This design comes from an exercise in tuning for a short achievable clock period and few clock cycles per item on the open sky130 flow, not from production work.
Function was checked by simulation only, so behaviour that the tests miss may differ from the original.
Power figures rest on the tool's default switching activity, not on a simulated workload.

===== flow/design.v =====
package sp_pkg;
   localparam logic [5:0] OP_R    = 6'd0;
   localparam logic [5:0] OP_ANDI = 6'd1;
   localparam logic [5:0] OP_ORI  = 6'd2;
   localparam logic [5:0] OP_ADDI = 6'd3;
   localparam logic [5:0] OP_SUBI = 6'd4;
   localparam logic [5:0] OP_LW   = 6'd5;
   localparam logic [5:0] OP_SW   = 6'd6;
   localparam logic [5:0] OP_BEQ  = 6'd7;
   localparam logic [5:0] OP_BNE  = 6'd8;
   localparam logic [5:0] OP_LUI  = 6'd9;
   localparam logic [5:0] OP_J    = 6'd10;
   localparam logic [5:0] OP_JAL  = 6'd11;
   localparam logic [5:0] FN_AND = 6'd0;
   localparam logic [5:0] FN_OR  = 6'd1;
   localparam logic [5:0] FN_ADD = 6'd2;
   localparam logic [5:0] FN_SUB = 6'd3;
   localparam logic [5:0] FN_SLT = 6'd4;
   localparam logic [5:0] FN_SLL = 6'd5;
   localparam logic [5:0] FN_NOR = 6'd6;
   localparam logic [5:0] FN_JR  = 6'd7;
endpackage
module sp_alu (
   input  logic [31:0] a,
   input  logic [31:0] b,
   input  logic [4:0]  shamt,
   input  logic        op_and,
   input  logic        op_or,
   input  logic        op_add,
   input  logic        op_sub,
   input  logic        op_slt,
   input  logic        op_sll,
   input  logic        op_nor,
   input  logic        op_passb,
   output logic [31:0] result
);
   logic [31:0] sum;
   logic [31:0] diff;
   logic        lt;
   assign sum  = a + b;
   assign diff = a - b;
   assign lt   = (a[31] != b[31]) ? a[31] : diff[31];
   assign result = ({32{op_and}}   & (a & b))
                 | ({32{op_or}}    & (a | b))
                 | ({32{op_add}}   & sum)
                 | ({32{op_sub}}   & diff)
                 | ({32{op_slt}}   & {31'd0, lt})
                 | ({32{op_sll}}   & (a << shamt))
                 | ({32{op_nor}}   & ~(a | b))
                 | ({32{op_passb}} & b);
endmodule
module sp_multicycle
#(
   parameter int DATA_W      = 32,
   parameter int MEM_AW      = 12,
   parameter int MEM_TIMEOUT = 8,
   parameter int R0_ZERO     = 0
) (
   input  logic              clk,
   input  logic              rst_n,
   input  logic              in_valid,
   input  logic [31:0]       inst,
   output logic              out_valid,
   output logic [31:0]       inst_addr,
   output logic              err,
   output logic              mem_req,
   output logic              mem_we,
   output logic [MEM_AW-1:0] mem_addr,
   output logic [DATA_W-1:0] mem_wdata,
   input  logic [DATA_W-1:0] mem_rdata,
   input  logic              mem_ack
);
   localparam logic [1:0] S_IDLE = 2'd0;
   localparam logic [1:0] S_EX   = 2'd1;
   localparam logic [1:0] S_MEM  = 2'd2;
   localparam logic [1:0] S_RET  = 2'd3;
   logic [31:0] r [0:31];
   logic [1:0]  state;
   logic [2:0]  wait_cnt;
   logic [31:0] pc_q;
   logic [31:0] pc4_q;
   logic [31:0] a_q;
   logic [31:0] b_q;
   logic [25:0] iw_q;
   logic [31:0] br_q;
   logic [4:0]  wr_idx_q;
   logic        op_and_q, op_or_q, op_add_q, op_sub_q;
   logic        op_slt_q, op_sll_q, op_nor_q, op_passb_q;
   logic        b_imm_q, b_sext_q, b_lui_q;
   logic        wr_en_q, link_q, load_q, mem_q, store_q;
   logic        beq_q, bne_q, j_q, jr_q;
   logic [31:0] rdata_q;
   logic [5:0] op, fn;
   logic       is_r, r_alu, r_jr, r_ill;
   logic       d_andi, d_ori, d_addi, d_subi, d_lw, d_sw, d_beq, d_bne;
   logic       d_lui, d_j, d_jal, d_ill;
   assign op     = inst[31:26];
   assign fn     = inst[5:0];
   assign is_r   = (op == sp_pkg::OP_R);
   assign r_alu  = is_r && (fn < 6'd7);
   assign r_jr   = is_r && (fn == sp_pkg::FN_JR);
   assign r_ill  = is_r && (fn > 6'd7);
   assign d_andi = (op == sp_pkg::OP_ANDI);
   assign d_ori  = (op == sp_pkg::OP_ORI);
   assign d_addi = (op == sp_pkg::OP_ADDI);
   assign d_subi = (op == sp_pkg::OP_SUBI);
   assign d_lw   = (op == sp_pkg::OP_LW);
   assign d_sw   = (op == sp_pkg::OP_SW);
   assign d_beq  = (op == sp_pkg::OP_BEQ);
   assign d_bne  = (op == sp_pkg::OP_BNE);
   assign d_lui  = (op == sp_pkg::OP_LUI);
   assign d_j    = (op == sp_pkg::OP_J);
   assign d_jal  = (op == sp_pkg::OP_JAL);
   assign d_ill  = r_ill || (op > sp_pkg::OP_JAL);
   logic accept;
   assign accept = (state == S_IDLE) && in_valid;
   logic [15:0] imm;
   logic [31:0] sext;
   logic [31:0] b_op;
   logic [31:0] alu_res;
   logic [31:0] ea;
   logic        ea_ok;
   logic        eq;
   logic        taken;
   logic [31:0] npc;
   logic        we;
   logic [31:0] wr_data;
   assign imm  = iw_q[15:0];
   assign sext = {{16{imm[15]}}, imm};
   assign b_op = b_lui_q ? {imm, 16'h0000} :
                 !b_imm_q ? b_q :
                 b_sext_q ? sext : {16'h0000, imm};
   sp_alu u_alu (
      .a        (a_q),
      .b        (b_op),
      .shamt    (iw_q[10:6]),
      .op_and   (op_and_q),
      .op_or    (op_or_q),
      .op_add   (op_add_q),
      .op_sub   (op_sub_q),
      .op_slt   (op_slt_q),
      .op_sll   (op_sll_q),
      .op_nor   (op_nor_q),
      .op_passb (op_passb_q),
      .result   (alu_res)
   );
   assign ea    = a_q + sext;
   assign ea_ok = (ea[31:MEM_AW] == '0);
   assign eq    = (a_q == b_q);
   assign taken = (beq_q && eq) || (bne_q && !eq);
   assign npc   = jr_q  ? a_q :
                  j_q   ? {pc_q[31:28], iw_q, 2'b00} :
                  taken ? br_q : pc4_q;
   assign inst_addr = npc;
   assign mem_req   = (state == S_MEM) || ((state == S_EX) && mem_q && ea_ok);
   assign mem_we    = store_q;
   assign mem_addr  = ea[MEM_AW-1:0];
   assign mem_wdata = b_q;
   assign we      = out_valid && wr_en_q && !err;
   assign wr_data = load_q ? rdata_q : link_q ? pc4_q : alu_res;
   always_ff @(posedge clk or negedge rst_n) begin
      if (!rst_n) begin
         state     <= S_IDLE;
         wait_cnt  <= '0;
         out_valid <= 1'b0;
         err       <= 1'b0;
         rdata_q   <= '0;
      end else begin
         case (state)
            S_IDLE: begin
               if (in_valid) begin
                  out_valid <= !(d_lw || d_sw);
                  err       <= d_ill;
                  state     <= S_EX;
               end
            end
            S_EX: begin
               if (out_valid) begin
                  out_valid <= 1'b0;
                  err       <= 1'b0;
                  state     <= S_IDLE;
               end else if (!ea_ok) begin
                  out_valid <= 1'b1;
                  err       <= 1'b1;
                  state     <= S_RET;
               end else if (mem_ack) begin
                  rdata_q   <= mem_rdata;
                  out_valid <= 1'b1;
                  err       <= 1'b0;
                  state     <= S_RET;
               end else begin
                  wait_cnt  <= 3'd1;
                  state     <= S_MEM;
               end
            end
            S_MEM: begin
               if (mem_ack) begin
                  rdata_q   <= mem_rdata;
                  out_valid <= 1'b1;
                  err       <= 1'b0;
                  state     <= S_RET;
               end else if (wait_cnt == 3'(MEM_TIMEOUT - 1)) begin
                  out_valid <= 1'b1;
                  err       <= 1'b1;
                  state     <= S_RET;
               end else begin
                  wait_cnt  <= wait_cnt + 3'd1;
               end
            end
            default: begin
               out_valid <= 1'b0;
               err       <= 1'b0;
               state     <= S_IDLE;
            end
         endcase
      end
   end
   always_ff @(posedge clk or negedge rst_n) begin
      if (!rst_n) begin
         a_q        <= '0;
         b_q        <= '0;
         iw_q       <= '0;
         br_q       <= '0;
         wr_idx_q   <= '0;
         op_and_q   <= 1'b0;
         op_or_q    <= 1'b0;
         op_add_q   <= 1'b0;
         op_sub_q   <= 1'b0;
         op_slt_q   <= 1'b0;
         op_sll_q   <= 1'b0;
         op_nor_q   <= 1'b0;
         op_passb_q <= 1'b0;
         b_imm_q    <= 1'b0;
         b_sext_q   <= 1'b0;
         b_lui_q    <= 1'b0;
         wr_en_q    <= 1'b0;
         link_q     <= 1'b0;
         load_q     <= 1'b0;
         mem_q      <= 1'b0;
         store_q    <= 1'b0;
         beq_q      <= 1'b0;
         bne_q      <= 1'b0;
         j_q        <= 1'b0;
         jr_q       <= 1'b0;
      end else if (accept) begin
         a_q        <= r[inst[25:21]];
         b_q        <= r[inst[20:16]];
         iw_q       <= inst[25:0];
         br_q       <= pc4_q + {{14{inst[15]}}, inst[15:0], 2'b00};
         wr_idx_q   <= r_alu ? inst[15:11] : d_jal ? 5'd31 : inst[20:16];
         op_and_q   <= (r_alu && fn == sp_pkg::FN_AND) || d_andi;
         op_or_q    <= (r_alu && fn == sp_pkg::FN_OR)  || d_ori;
         op_add_q   <= (r_alu && fn == sp_pkg::FN_ADD) || d_addi;
         op_sub_q   <= (r_alu && fn == sp_pkg::FN_SUB) || d_subi;
         op_slt_q   <= (r_alu && fn == sp_pkg::FN_SLT);
         op_sll_q   <= (r_alu && fn == sp_pkg::FN_SLL);
         op_nor_q   <= (r_alu && fn == sp_pkg::FN_NOR);
         op_passb_q <= d_lui;
         b_imm_q    <= d_andi || d_ori || d_addi || d_subi;
         b_sext_q   <= d_addi || d_subi;
         b_lui_q    <= d_lui;
         wr_en_q    <= r_alu || d_andi || d_ori || d_addi || d_subi ||
                       d_lui || d_jal || d_lw;
         link_q     <= d_jal;
         load_q     <= d_lw;
         mem_q      <= d_lw || d_sw;
         store_q    <= d_sw;
         beq_q      <= d_beq;
         bne_q      <= d_bne;
         j_q        <= d_j || d_jal;
         jr_q       <= r_jr;
      end
   end
   always_ff @(posedge clk or negedge rst_n) begin
      if (!rst_n) begin
         pc_q  <= '0;
         pc4_q <= 32'd4;
         for (int i = 0; i < 32; i++) r[i] <= '0;
      end else if (out_valid) begin
         pc_q  <= npc;
         pc4_q <= npc + 32'd4;
         if (we) r[wr_idx_q] <= wr_data;
      end
   end
endmodule

===== flow/run.sh =====
#!/bin/bash
# synth_recipe.tcl (not shown) runs the flow's synth.tcl, then flattens the netlist and writes it again
# the make line also repeats each setting of config.mk as NAME=value (left out here)
make -C /OpenROAD-flow-scripts/flow DESIGN_CONFIG=/design/flow/config.mk WORK_HOME=/design/flow/orfs CLKGATE_MAP_FILE= SYNTH_SCRIPT=/design/flow/synth_recipe.tcl finish

===== flow/config.mk =====
export PLATFORM = sky130hd
export DESIGN_NAME = sp_multicycle
export DESIGN_NICKNAME = sp_multicycle
export VERILOG_FILES = /design/flow/design.v
export SDC_FILE = /design/flow/constraint.sdc
export NUM_CORES = 4
export LEC_CHECK = 0
export CAP_MARGIN = 20
export CORE_MARGIN = 2
export CORE_UTILIZATION = 40
export SLEW_MARGIN = 20

===== flow/constraint.sdc =====
create_clock -name core_clock -period 12.0 [get_ports {clk}]
set_input_delay 2.4000 -clock core_clock [delete_from_list [all_inputs] [get_ports {clk}]]
set_output_delay 2.4000 -clock core_clock [all_outputs]
set_load 0.01 [all_outputs]

==> qor.yml <==
sta:
  tns_ps: 0
  relSlewSlack_pct: 6.90
  fin_skew_ps: 44.9
  period_needed_ps: 8080
  finalHoldViolCount: 0
  fmax_mhz: 124
  setup_viol_count_final: 0
  period_share_pct: 67.3
  slew_viol_final: 0
  rsz0062_at_grt: "no"
  tightest_slew_ps: 1390
clock_tree:
  cts_buffer_depth: 3
  clkTransAtPathRegs_ps: 60
  insertion_delay_ps: 850
  hold_buffers: 0
  cts_root_buffer: "clkbuf_16"
  post_cts_buffers: 0
  cts_made_buffers: 141
  cts-resized-gates: 0
  cts.sinks: 1245
  cts.htree.levels: 4
  tritoncts: "built"
routing:
  drt_iter0_drc: 12659
  antenna_left: 0
  drt-total-wl_um: 372000
  drt-vias-per-instance: 7.10
  wl_per_cell_um: 37.9
  drc: 0
  dr.pass1.iters: 9
  vias: 69553
place:
  numPortBuffers: 147
  placed_area_mm2: 0.0730
  gp_routability_congestion: 1.05
  hpwl_um: 230000
logic_synthesis:
  synth-async-reset-ratio_pct: 100
  netlist.area_leader.share_pct: 45.4
  ys_types: 101
  synth_cells: 7578
  synth_nets: 7810
  synthFlopType: "dfrtp_1"
  synth_area_leaders: "dfrtp_1 (45%), o21ai_0 (7.3%), nand2_1 (7.0%), a221oi_1 (4.7%), a22o_1 (4.3%)"
  synth_edf_count: 0
  ys_warn_count: 2
  avgSynthCellArea_um2: 9.05
  synth_area_leader_cell: "dfrtp_1"
  yosys_register_bits: 1245
  syn-cell-area_mm2: 0.0686
  synth-seq-area-share_pct: 45.4
finish:
  fin_area_mm2: 0.0780
  fillers: 16195
  final_cell_mix: "nand2_1 (1247), dfrtp_1 (1241), o21ai_0 (998)"
  area_growth_pct: 13.8
  layout_commonest_cell: "nand2_1"
  drive_gt1_share_pct: 11.3
  final_nets: 7681
die:
  rows: 151
  die_h_um: 418
  fp.coreArea_mm2: 0.170
  die_area_mm2: 0.175
  top_level_ports: 148
  initial_core_util_pct: 40.4
  die_w_um: 418
global_routing:
  grt_max_degree: 172
  grt_usage_pct: 41.6
  grt_pass1_vias: 64806
  antenna_found_initial: 28
  grt_pass1_wl_um: 514000
  grt.overflow.total: 0
worst_setup_path:
  reg2reg_depth: 19
  crit_fanout: 7
  worstPathRequired_ps: 9600
  rr_startpoint: "b_imm_q$_DFFE_PN0P_"
  cp-end-kind: "primary output"
  start_kind: "flip-flop"
  r2r-end: "r[21][31]$_DFFE_PN0P_"
  reg2reg_slack_ps: 5260
  crit_type: "flip-flop to primary output"
  arrival_ps: 5680
power:
  power_frac_comb_pct: 46.9
  p_sw_share_pct: 49.3
  power_frac_clock_pct: 20.4
  leakage_uw: 0.0337
  intPower_uw: 11600
  seqPwrFrac_pct: 32.7
  p_switching_uw: 11300
  vdd.ir_drop.worst_uv: 226
  p_per_area_mw_per_mm2: 294
hold_path:
  min-delay-start: "br_q[5]$_DFFE_PN0P_"
  min_path_cells: 2
  holdPathEnd: "br_q[5]$_DFFE_PN0P_"
  min_path_type: "flip-flop to flip-flop"
job:
  max-cap-violations: 0
status:
  outcome: "timing/DRC/antenna clean"
per-stage QoR:
stage | cells | power (uW) | setup slack [ps] | util [%] | hold slack (ps)
after floorplan | 7578 | 13100 | 6110 | - | 439
after global placement | 9524 | 17700 | 4630 | 43.0 | 456
after detailed placement | 9524 | 17800 | 4800 | 43.0 | 460
after CTS | 9775 | 22400 | 3920 | 45.9 | 474
after global routing | 9783 | 23800 | 3690 | 45.9 | 496
final | 9798 | 22900 | 3920 | 45.9 | 477
critical path: stages, from the launching register on:
cell and delay [ps]:
dfrtp_1 480, ha_1 300, fa_1 440, a211oi_2 270, o21ai_0 230, a2111oi_4 500
nor2_1 140, a31o_2 280, xor2_1 140, nor4b_1 360, nand4_1 240, or3_1 600
o21ai_0 280, clkdlybuf4s50_1 580
registers in the layout (all words and copies together) (netlist names), 5 cells and up:
name      flops
pc_q          6
b_q          32
br_q         32
wr_idx_q      5
rdata_q      32
pc4_q        30
iw_q         26
a_q          32
r          1024
power groups by stage:
stage	clock network (uW)	registers, uW	logic, uW
finish	4670	7500	10800
global route	4850	7580	11400
CTS	4670	7380	10400
detailed placement	0	7440	10300
global placement	0	7390	10300
floorplan	0	6700	6410
layer usage:
metal | global-route usage, % | vias up | share of wire (%)
met5 | 1.97 | - | 0.063
met4 | 30.4 | 26 | 9.6
met3 | 18.0 | 2097 | 15
met2 | 58.1 | 6218 | 40
met1 | 50.7 | 33468 | 36
li1 | - | 27744 | -
synthesized netlist by cell type (49+ instances only):
| cell | count |
|---|---|
| clkbuf_1 | 599 |
| mux2i_1 | 91 |
| xor2_1 | 66 |
| nand2_1 | 1270 |
| o32ai_1 | 60 |
| o21ai_0 | 1001 |
| a221oi_1 | 368 |
| a21oi_1 | 395 |
| nand3_1 | 105 |
| nand4_1 | 161 |
| mux2_2 | 149 |
| a22oi_1 | 283 |
| nor3_1 | 50 |
| nor2_1 | 412 |
| dfrtp_1 | 1244 |
| a21o_1 | 52 |
| ha_1 | 159 |
| xnor2_1 | 49 |
| inv_1 | 149 |
| a22o_1 | 339 |
cells by family (layout without fill, tap and decap cells):
family                     after synthesis  after routing  share of synthesized area [%]
buffers and inverters                  792            771                           4.41
AOI/OAI and AO/OA                     2790           2790                           27.1
adders and majority gates              164            164                           3.05
DFF                                   1245           1245                           45.4
muxes                                  263            263                           4.52
xor gates and xnor gates               115            115                           1.47
other                                    0             23                              0
and+or+nand+nor                       2209           2209                           14.0
area by class of cell:
class / count / area, um^2 / share of cell area (%)
multi-input cells: 5541 / 35400 / 45.3
flip-flops and latches: 1245 / 31200 / 39.9
clock buffers: 195 / 4050 / 5.19
repair buffers: 367 / 3170 / 4.07
well taps: 2218 / 2780 / 3.56
clock inverters: 56 / 851 / 1.09
inverters: 153 / 574 / 0.736
diodes: 23 / 57.6 / 0.0738
worst max-delay path by stage:
stage | endpoint | start | slack, ps
after floorplan | mem_req | a_q[0]$_DFFE_PN0P_ | 6110
after global placement | mem_req | a_q[0]$_DFFE_PN0P_ | 4630
after detailed placement | mem_req | a_q[0]$_DFFE_PN0P_ | 4800
after CTS | mem_req | a_q[0]$_DFFE_PN0P_ | 3920
after global routing | mem_req | a_q[0]$_DFFE_PN0P_ | 3690
final | mem_req | a_q[0]$_DFFE_PN0P_ | 3920
Testbench counts, summed over its fixed seeds: cycles 29,669, instrs 12,000.

## port drivers added, routing unchanged
No port has a modelled driver above. Below, the same layout with a new extraction and two added sets of constraints.
Step 1: set_driving_cell puts a clkbuf_16 on clk and a buf_2 on each other input, an assumption about the parent block.
Step 2, shift: input delay + t, output delay - t, t = (earliest + latest rising clock arrival at the registers) / 2. This alone moves slack from input paths to output paths.
Three values: ideal ports, drivers, drivers and shift; two values: the first two.
shift t [ns]: 0.913
setup WS [ns]: 3.919 / 3.835 / 4.747
worst setup path after step 2: register to output
latest minus earliest clock arrival (ns): 0.045 / 0.045
worst data-port slew with drivers (ns): 0.09
After both steps setup and hold are still met in this run. For this run, drivers alone change the setup slack by -0.084 ns; drivers and shift together by +0.828 ns.
